Context: an optimization exercise on an open-source flow, tuned for small area and a short achievable clock period. The choices shown serve that exercise and are no tape-out recipe. RTL that was checked went through simulation tests only; none was proved equivalent to the original. Power is estimated from default activity; no workload was simulated.

Design fft_test_core, start of the top module:
module fft_test_core #(
  localparam int IW = 12,
  localparam int OW = 19,
  localparam int AW = 43
) (
  input  logic                 aclk,
  input  logic                 aresetn,
  input  logic [IW-1:0]        input_data_ch1,
  output logic signed [OW-1:0] fft_real,
  output logic signed [OW-1:0] fft_imag,
  output logic [AW-1:0]        amp,
  output logic                 fft_out_valid
);
Size: ~9200 cells after synthesis, roughly 0.11 sq mm of cells after synthesis.
==> flow/config.mk <==
export PLATFORM = sky130hd
export DESIGN_NAME = fft_test_core
export DESIGN_NICKNAME = fft_test_core
export VERILOG_FILES = /design/flow/design.v
export SDC_FILE = /design/flow/constraint.sdc
export NUM_CORES = 8
export LEC_CHECK = 0
export CAP_MARGIN = 20
export CORE_MARGIN = 2
export CORE_UTILIZATION = 55
export SLEW_MARGIN = 20
==> flow/constraint.sdc <==
create_clock -name core_clock -period 16.0 [get_ports {aclk}]
set_input_delay 3.2000 -clock core_clock [delete_from_list [all_inputs] [get_ports {aclk}]]
set_output_delay 3.2000 -clock core_clock [all_outputs]
set_load 0.01 [all_outputs]
standard.sh (not shown) runs the stock make flow with config.mk's settings and CLKGATE_MAP_FILE= SYNTH_SCRIPT=/design/flow/synth_recipe.tcl, a recipe that flattens the netlist after the stock synthesis.
==> flow/flow/run.sh <==
#!/bin/bash
# The standard ORFS layout, with repair_timing aiming for a larger setup slack
# (the clock and constraints stay the design's) and a clock tree without dummy loads.
# Make's full output goes to make.log.
set -euo pipefail
export CTS_ARGS="-sink_clustering_enable -repair_clock_nets -dont_use_dummy_load -sink_clustering_size 25 -sink_clustering_max_diameter 70"
bash standard.sh SETUP_SLACK_MARGIN=${MARGIN:-11} finish > make.log 2>&1
Rerun with:
--- a/flow/flow/run.sh
+++ b/flow/flow/run.sh
@@ -6 +6 @@
-export CTS_ARGS="-sink_clustering_enable -repair_clock_nets -dont_use_dummy_load -sink_clustering_size 25 -sink_clustering_max_diameter 70"
+export CTS_ARGS="-sink_clustering_enable -repair_clock_nets -dont_use_dummy_load -sink_clustering_size 30 -sink_clustering_max_diameter 50"
Result:
- The changed run finished with timing, DRC and antenna clean
- cell count barely changes
- maximum frequency stays flat
- wire length stays flat
- worst setup slack is about the same
- synthesized area does not change
- global-route usage rises by 0.16 points
- synthesized cell count stays the same
- design area came out higher by about 0.7%
- power is higher by 4.4%
- via count barely changes
- sequential cell count does not change
No run of this note included a check of the RTL's function; only the layout flow was run.

---

## maple
fft_test_core, a different RTL version from the one above (not shown whole).
For scale: about 8,400 cells after synthesis, roughly 100,000 sq um of cells after synthesis.
Settings: LEC_CHECK=0, CAP_MARGIN=20, CORE_MARGIN=2, CORE_UTILIZATION=65, SLEW_MARGIN=20, SYNTH_HIERARCHICAL=1, SYNTH_MINIMUM_KEEP_SIZE=0; clock period 16.0 ns.
==> flow/flow/run.sh <==
#!/bin/bash
# The standard ORFS layout, with repair_timing aiming for a larger setup slack
# (the clock and constraints stay the design's) and a clock tree without dummy loads.
# Make's full output goes to make.log.
set -euo pipefail
export CTS_ARGS="-sink_clustering_enable -repair_clock_nets -dont_use_dummy_load -sink_clustering_size 25 -sink_clustering_max_diameter 70"
bash standard.sh SETUP_SLACK_MARGIN=${MARGIN:-11.3} finish > make.log 2>&1
What indigo does differently from maple at the input level:
diff --git a/flow/config.mk b/flow/config.mk
--- a/flow/config.mk
+++ b/flow/config.mk
@@ -9,3 +9,3 @@
 export CORE_MARGIN = 2
-export CORE_UTILIZATION = 65
+export CORE_UTILIZATION = 55
 export SLEW_MARGIN = 20
## What came out
indigo: detailed-routing wirelength on met1 is about 10% higher than what maple reported.
Diff maple -> indigo | power in the clock group | up slightly
The total placed cells including tap cells of indigo exceeds that of maple by 4.1%.

---

fft_test_core, a different RTL version from the one above (not shown whole).
For scale: roughly 9300 cells after synthesis, roughly 2600 flip-flops, about 96 I/O pins, about 0.10 sq mm of cells after synthesis.
Settings: LEC_CHECK=0, CAP_MARGIN=20, CORE_MARGIN=2, CORE_UTILIZATION=55, SLEW_MARGIN=20, SYNTH_HIERARCHICAL=1, SYNTH_MINIMUM_KEEP_SIZE=0; clock period 16.0 ns.
==> flow/flow/run.sh <==
#!/bin/bash
# The standard ORFS layout, with repair_timing aiming for a larger setup slack
# (the clock and constraints stay the design's) and a clock tree without dummy loads.
# Make's full output goes to make.log.
set -euo pipefail
export CTS_ARGS="-sink_clustering_enable -repair_clock_nets -dont_use_dummy_load -sink_clustering_size 25 -sink_clustering_max_diameter 70"
bash standard.sh SETUP_SLACK_MARGIN=${MARGIN:-11.7} finish > make.log 2>&1
Edit:
--- a/flow/flow/run.sh
+++ b/flow/flow/run.sh
@@ -7 +7 @@
-bash standard.sh SETUP_SLACK_MARGIN=${MARGIN:-11.7} finish > make.log 2>&1
+bash standard.sh SETUP_SLACK_MARGIN=${MARGIN:-11.5} finish > make.log 2>&1
=> Sequential power barely changes; cell area fell by a few percent; critical path depth increases by 19; routed wire length went down slightly; clock-buffer cell count drops by 1.
No run of this note included a check of the RTL's function; only the layout flow was run.

---

Setup of the baseline:
fft_test_core, a different RTL version from the one above (not shown whole).
For scale: about 8700 cells after synthesis, roughly 2600 flip-flops, about 0.10 mm2 of cells after synthesis.
clock: 16.0 ns
lec_check: 0
cap_margin: 20
core_margin: 2
core_utilization: 55
slew_margin: 20
synth_hierarchical: 1
synth_minimum_keep_size: 0
==> flow/flow/run.sh <==
#!/bin/bash
# The standard ORFS layout, with repair_timing aiming for a larger setup slack
# (the clock and constraints stay the design's) and a clock tree without dummy loads.
# Make's full output goes to make.log.
set -euo pipefail
export CTS_ARGS="-sink_clustering_enable -repair_clock_nets -dont_use_dummy_load -sink_clustering_size 25 -sink_clustering_max_diameter 70"
bash standard.sh SETUP_SLACK_MARGIN=${MARGIN:-11.5} finish > make.log 2>&1
The baseline | status: complete | timing, DRC, antenna: pass
Edits applied to the flow inputs when going from the baseline to the candidate:
--- a/flow/flow/run.sh
+++ b/flow/flow/run.sh
@@ -5,3 +5,3 @@
 set -euo pipefail
 export CTS_ARGS="-sink_clustering_enable -repair_clock_nets -dont_use_dummy_load -sink_clustering_size 25 -sink_clustering_max_diameter 70"
-bash standard.sh SETUP_SLACK_MARGIN=${MARGIN:-11.5} finish > make.log 2>&1
+bash standard.sh SETUP_SLACK_MARGIN=${MARGIN:-11.3} finish > make.log 2>&1
[summary]
On switching power of the nets, the candidate and the baseline are basically level.
Compared to the baseline, the candidate has final design area excluding fillers 1000 um2 lower.
The candidate vs. the baseline: maximum clock frequency went down by about 1.1%.
Of the candidate and the baseline, the run reporting the lower critical path data arrival time was the baseline.
For the number of vias per cell, the candidate came in 0.031 higher than the baseline did.
No functional check of the RTL was part of any run of this note.

---

Another version of the RTL of fft_test_core (not shown whole).
Size: about 96 I/O pins, about 110000 sq um of cells after synthesis.
==> flow/config.mk <==
export PLATFORM = sky130hd
export DESIGN_NAME = fft_test_core
export DESIGN_NICKNAME = fft_test_core
export VERILOG_FILES = /design/flow/design.v
export SDC_FILE = /design/flow/constraint.sdc
export NUM_CORES = 8
export LEC_CHECK = 0
export ABC_AREA = 1
export CAP_MARGIN = 20
export CORE_MARGIN = 2
export CORE_UTILIZATION = 45
export SETUP_SLACK_MARGIN = 0.3
export SLEW_MARGIN = 20
==> flow/constraint.sdc <==
create_clock -name core_clock -period 16.0 [get_ports {aclk}]
set_input_delay 3.2000 -clock core_clock [delete_from_list [all_inputs] [get_ports {aclk}]]
set_output_delay 3.2000 -clock core_clock [all_outputs]
set_load 0.01 [all_outputs]
run.sh (not shown) runs the stock make flow with config.mk's settings and CLKGATE_MAP_FILE= SYNTH_SCRIPT=/design/flow/synth_recipe.tcl, a recipe that flattens the netlist after the stock synthesis.
Stock flow here: none of the scripts above is used.
The starting point ran to the end with no violations.
Rerun with:
ABC_AREA = unset   (was 1)
CORE_UTILIZATION = 55   (was 45)
Via count shrinks by about 12%.
Total power shrinks by 2.9%.
Setup slack gets worse by 0.70 ns.
No run of this note included a check of the RTL's function; only the layout flow was run.

---

== run 1 ==
Another version of the RTL of fft_test_core (not shown whole).
Size: roughly 9500 cells after synthesis, ~96 I/O pins.
Settings: LEC_CHECK=0, ABC_AREA=1, CAP_MARGIN=20, CORE_MARGIN=2, CORE_UTILIZATION=55, SLEW_MARGIN=20, SYNTH_HIERARCHICAL=1, SYNTH_MINIMUM_KEEP_SIZE=0, TNS_END_PERCENT=30; clock period 16.0 ns.
standard.sh (not shown) runs the stock make flow with config.mk's settings and CLKGATE_MAP_FILE= SYNTH_SCRIPT=/design/flow/synth_recipe.tcl, a recipe that flattens the netlist after the stock synthesis.
==> flow/flow/run.sh <==
#!/bin/bash
# The standard ORFS layout, with repair_timing aiming for a larger setup slack
# (the clock and constraints stay the design's) and a clock tree without dummy loads.
# Make's full output goes to make.log.
set -euo pipefail
export CTS_ARGS="-sink_clustering_enable -repair_clock_nets -dont_use_dummy_load -sink_clustering_size 25 -sink_clustering_max_diameter 70"
bash standard.sh SETUP_SLACK_MARGIN=${MARGIN:-11.5} finish > make.log 2>&1
diff inputs: run 1 => run 2
Settings: clearing ABC_AREA, which used to be 1; clearing TNS_END_PERCENT, which used to be 30.
--- a/flow/flow/run.sh
+++ b/flow/flow/run.sh
@@ -5,3 +5,3 @@
 set -euo pipefail
-export CTS_ARGS="-sink_clustering_enable -repair_clock_nets -dont_use_dummy_load -sink_clustering_size 25 -sink_clustering_max_diameter 70"
+export CTS_ARGS="-sink_clustering_enable -repair_clock_nets -dont_use_dummy_load -sink_clustering_size 20 -sink_clustering_max_diameter 60"
 bash standard.sh SETUP_SLACK_MARGIN=${MARGIN:-11.5} finish > make.log 2>&1
Notes after the runs:
Run 2 finished every step from synthesis to the final layout, and the layout passed the timing, DRC and antenna checks. [run 2 vs run 1] placement-stage worst setup slack: lower in run 2. Final-layout non-clock buffer area share (run 2 over run 1): increase, 1.5 points. Looking at final area, run 2 sits above run 1. Run 2 vs run 1: utilization up in run 2. The placed wire-length estimate of run 2 is lower than that of run 1. [run 2] total power rose about 2.7% relative to run 1. Compared with run 1, in run 2 share of the clock period used by the worst path after layout level, die area rose by about 1.8%. Diff run 1 -> run 2: non-clock buffer count up 161; number of well taps up 15; post-synthesis share of cell area spent on xor and xnor gates flat.
Here is what was changed in the inputs of run 3 compared with run 2.
Settings: ABC_AREA now 1, previously not set.
==> flow/flow/run.sh <==
#!/bin/bash
# The standard ORFS layout, with repair_timing aiming for a larger setup slack
# (the clock and constraints stay the design's) and a clock tree without dummy loads.
# Make's full output goes to make.log.
set -euo pipefail
export CTS_ARGS="-sink_clustering_enable -repair_clock_nets -dont_use_dummy_load -sink_clustering_size 25 -sink_clustering_max_diameter 70"
bash standard.sh SETUP_SLACK_MARGIN=${MARGIN:-11.65} finish > make.log 2>&1
--- outcome ---
- Going from run 2 to run 3, power per cell area -0.62%, number of buffers inserted during clock tree synthesis -13%, sequential fraction of design power +1.7 points, part of the power in combinational logic ~0 delta.
- Taking run 2 as the reference, in run 3 part of the total power dissipated in the clock network shows a reduction of 1.6 points, worst clock skew shows a reduction of 10 ps, non-clock buffer count shows a reduction of about 18%.
- Compared with run 2, in run 3 count of clock-buffer cells in the layout saw a decrease; cell count after synthesis now larger.
- Of the two values seen for critical path capture point, fft_imag[17] was produced by run 3 and fft_imag[16] by run 2.

## port drivers added, routing unchanged
No port has a modelled driver above. Below, the same layouts with a new extraction and two added sets of constraints. Step 1 sets driving cells, clkbuf_16 on the clock port and buf_2 on the other inputs (assumed; they add their load-dependent delay and slew). Step 2 times the ports against the registers' clock, not the clock port: input delays grow and output delays shrink by t, the midpoint of the rising clock arrivals with the driver on. a / b / c = ideal ports / drivers / drivers and shift; a / b = the first two.
run | shift t [ns] | setup slack, ns | slew at the worst register clock pin (ns) | worst data-port slew with drivers (ns)
the first run of note 1 | 0.869 | 10.995 / 10.955 / 10.995 | 0.10 / 0.10 | 0.04
the second run of note 1 | 0.892 | 10.994 / 10.966 / 10.994 | 0.11 / 0.11 | 0.04
maple | 0.862 | 11.051 / 11.051 / 11.051 | 0.10 / 0.10 | 0.10
indigo | 0.890 | 11.197 / 11.197 / 11.197 | 0.10 / 0.10 | 0.07
the first run of note 3 | 0.873 | 11.415 / 11.329 / 11.247 | 0.10 / 0.10 | 0.05
the second run of note 3 | 0.875 | 11.339 / 11.316 / 11.275 | 0.10 / 0.10 | 0.05
the baseline | 0.875 | 11.309 / 11.309 / 11.309 | 0.10 / 0.10 | 0.04
the candidate | 0.881 | 11.257 / 11.257 / 11.257 | 0.10 / 0.10 | 0.05
the first run of note 5 | 1.004 | 9.349 / 9.349 / 9.349 | 0.07 / 0.07 | 0.04
the second run of note 5 | 0.958 | 8.653 / 8.653 / 8.653 | 0.07 / 0.07 | 0.04
run 1 | 0.884 | 11.413 / 11.331 / 11.299 | 0.10 / 0.10 | 0.03
run 2 | 0.883 | 11.408 / 11.314 / 11.519 | 0.08 / 0.08 | 0.07
run 3 | 0.892 | 11.423 / 11.332 / 11.378 | 0.10 / 0.10 | 0.05
After both steps setup and hold are still met in every run listed. For the first run of note 3, which loses most, drivers alone change the setup slack by -0.086 ns; drivers and shift together by -0.168 ns. Setup slack includes reset recovery checks.
